Context: an optimization exercise on an open-source flow, tuned for small area, a short achievable clock period and few clock cycles per item. The choices shown serve that exercise and are no tape-out recipe. RTL that was checked went through simulation tests only; none was proved equivalent to the original. Power and IR drop assume default switching activity.

==> flow/design.v (excerpt) <==
module matmul_adder_tree_pipe (
  input  logic         clk,
  input  logic         rst_n,
  input  logic         in_valid,
  output logic         in_ready,
  input  logic [431:0] prod,
  input  logic         in_last,
  input  logic         accum_en,
  output logic         out_valid,
  input  logic         out_ready,
  output logic [215:0] mult,
  output logic [8:0]   sat_flag,
  output logic [7:0]   beat_cnt
);
Size in the first run: ~400 flip-flops, about 670 I/O pins, roughly 39000 sq um of cells after synthesis.
clock: 4.5 ns
lec_check: 0
abc_area: 1
cap_margin: 20
core_margin: 2
core_utilization: 50
cts_buf_list: sky130_fd_sc_hd__clkbuf_2 sky130_fd_sc_hd__clkbuf_4 sky130_fd_sc_hd__clkbuf_8
slew_margin: 20
standard.sh (not shown) runs the stock make flow with config.mk's settings and CLKGATE_MAP_FILE= SYNTH_SCRIPT=/design/flow/synth_recipe.tcl, a recipe that flattens the netlist after the stock synthesis.
==> flow/flow/run.sh <==
#!/bin/bash
set -euo pipefail
export BUFFER_PORTS_ARGS="-buffer_cell sky130_fd_sc_hd__buf_1"
bash standard.sh > standard_flow.log 2>&1
Testbench counts at the start, summed over its fixed seeds: cycles 16,016, items 16,000.
Rerun with:
--- a/flow/config.mk
+++ b/flow/config.mk
@@ -12,0 +13 @@
+export SETUP_SLACK_MARGIN = 1.7
Outcome: Sequential power shrinks by about 1%; synthesized cell count is unchanged; worst setup slack gets better by 0.43 ns; design area rose by 2.8%.
Rerun with:
--- a/flow/config.mk
+++ b/flow/config.mk
@@ -13 +13 @@
-export SETUP_SLACK_MARGIN = 1.7
+export GPL_TIMING_DRIVEN = 0
What happened: The changed run ran to the end with no violations; via count shrinks by 0.38%; area after synthesis does not change; total power shrinks by 2.4%; cell area shrinks by 1.1%; register-to-register slack gets worse by 0.63 ns; fmax shrinks by 19%; wire length grows by 0.83%; die area is unchanged.

---

== v6 ==
Another version of the RTL of matmul_adder_tree_pipe (not shown whole).
Size: roughly 3700 cells after synthesis, roughly 400 flip-flops, ~670 I/O pins.
clock: 4.5 ns
lec_check: 0
abc_area: 1
cap_margin: 20
core_margin: 2
core_utilization: 50
cts_buf_list: sky130_fd_sc_hd__clkbuf_2 sky130_fd_sc_hd__clkbuf_4 sky130_fd_sc_hd__clkbuf_8
cts_cluster_diameter: 80
cts_cluster_size: 20
setup_slack_margin: 1.9
slew_margin: 20
Scripts as last shown in full above: flow/flow/run.sh
v6 did not stop at any stage, and its layout met the timing, DRC and antenna checks.
Testbench counts of v6, summed over its fixed seeds: cycles 16,016, items 16,000.
Setup changes, v6 to v7
--- a/flow/config.mk
+++ b/flow/config.mk
@@ -9,8 +9,8 @@
 export CAP_MARGIN = 20
 export CORE_MARGIN = 2
-export CORE_UTILIZATION = 50
+export CORE_UTILIZATION = 62
 export CTS_BUF_LIST = sky130_fd_sc_hd__clkbuf_2 sky130_fd_sc_hd__clkbuf_4 sky130_fd_sc_hd__clkbuf_8
-export CTS_CLUSTER_DIAMETER = 80
-export CTS_CLUSTER_SIZE = 20
+export CTS_CLUSTER_DIAMETER = 60
+export CTS_CLUSTER_SIZE = 14
 export SETUP_SLACK_MARGIN = 1.9
 export SLEW_MARGIN = 20
Findings:
- Higher count of plain and timing-repair buffers in the layout was reported by v6, not v7.
- Re antenna violation net count after detailed routing: no difference whatsoever between v6 and v7.
- Slew at the pin closest to its max-slew limit sits lower in v7 than in v6.
- Relative to v6, data required time at the worst endpoint has increased by 0.12 ns in v7.
- Going from v6 to v7, number of standard cells in the layout, taps in and fillers out fell by 169; net switching power stayed essentially flat.
- In v7, the portion of total power attributed to the clock network came out 0.6 points below the value in v6.
- Per the comparison of v7 with v6, total of clock buffers placed in the layout went up; total length of routed wires went down; summed area of non-filler cells in the final layout went down.
- v7 ends up with a number of cells on the critical path that is 2 lower than in v6.

---

matmul_adder_tree_pipe, a different RTL version from the one above (not shown whole).
Size in the first run: roughly 3700 cells after synthesis, roughly 670 I/O pins, ~34000 µm² of cells after synthesis.
// matmul_adder_tree_pipe
module matmul_adder_tree_pipe (
  input  logic         clk,
  input  logic         rst_n,
  input  logic         in_valid,
  output logic         in_ready,
  input  logic [431:0] prod,
  input  logic         in_last,
  input  logic         accum_en,
  output logic         out_valid,
  input  logic         out_ready,
  output logic [215:0] mult,
  output logic [8:0]   sat_flag,
  output logic [7:0]   beat_cnt
);
Settings: LEC_CHECK=0, ABC_AREA=1, CAP_MARGIN=20, CORE_MARGIN=2, CORE_UTILIZATION=50, CTS_BUF_LIST=sky130_fd_sc_hd__clkbuf_2 sky130_fd_sc_hd__clkbuf_4 sky130_fd_sc_hd__clkbuf_8, CTS_CLUSTER_DIAMETER=60, CTS_CLUSTER_SIZE=14, SETUP_SLACK_MARGIN=1.8, SLEW_MARGIN=20; clock period 4.5 ns.
Scripts as last shown in full above: flow/flow/run.sh
==> next run, changes <==
CORE_UTILIZATION = 58   (was 50)
SETUP_SLACK_MARGIN = 1.9   (was 1.8)
The changed run went through all stages and came out clean.
Sequential power is about the same.
Critical path depth is lower by 2.
Maximum frequency rises by 2.6%.
Routed wire length decreases by 3.5%.
Cell count fell by 1.6%.
Area after synthesis does not change.
Setup slack improves by 0.067 ns.
Combinational power increases by about 3%.
Worst hold slack improved by 0.35 ns.
Clock-buffer cell count shrinks by 2.
==> next run, changes <==
CORE_UTILIZATION = 50   (was 58)
SETUP_SLACK_MARGIN = 1.8   (was 1.9)
TNS_END_PERCENT = 10   (was not set)
The new run finished with timing, DRC and antenna clean. Via count drops by a few percent. Total power drops by a few percent. Maximum frequency drops by a little under a tenth. Combinational power drops by a few percent. Routed wire length drops slightly.
No functional check of the RTL was part of any run of this note.

==> static timing again, ports no longer ideal <==
Ports are ideal in the flow. The routed layouts listed here were re-timed in OpenROAD.
Step 1 sets driving cells, clkbuf_16 on the clock port and buf_2 on the other inputs (assumed; they add their load-dependent delay and slew).
Step 2 also shifts input and output timing later by t, the mid clock arrival at the registers, as if the neighbouring blocks saw the same clock.
Three values: ideal, step 1, step 2; two values: the first two.
run	shift t [ns]	slack for setup (ns)	clock arrival spread, ns	slew at the worst register clock pin (ns)	worst data-port slew with drivers (ns)
the first run of note 1	0.708	1.391 / 1.391 / 0.967	0.032 / 0.031	0.07 / 0.07	0.07
the second run of note 1	0.720	1.821 / 1.821 / 1.207	0.038 / 0.038	0.07 / 0.07	0.08
the third run of note 1	0.714	1.183 / 1.116 / 0.883	0.025 / 0.025	0.07 / 0.07	0.08
v6	0.691	1.929 / 1.938 / 1.279	0.046 / 0.045	0.12 / 0.12	0.07
v7	0.699	1.945 / 1.945 / 1.302	0.034 / 0.035	0.10 / 0.10	0.09
the first run of note 3	0.730	1.912 / 1.902 / 1.224	0.033 / 0.033	0.10 / 0.10	0.10
the second run of note 3	0.693	1.979 / 1.931 / 1.310	0.040 / 0.040	0.10 / 0.10	0.12
the third run of note 3	0.716	1.762 / 1.807 / 1.092	0.044 / 0.045	0.10 / 0.10	0.05
After both steps every run listed still meets setup and hold. For the first run of note 3, which loses most, drivers alone change the setup slack by -0.010 ns; drivers and shift together by -0.688 ns.
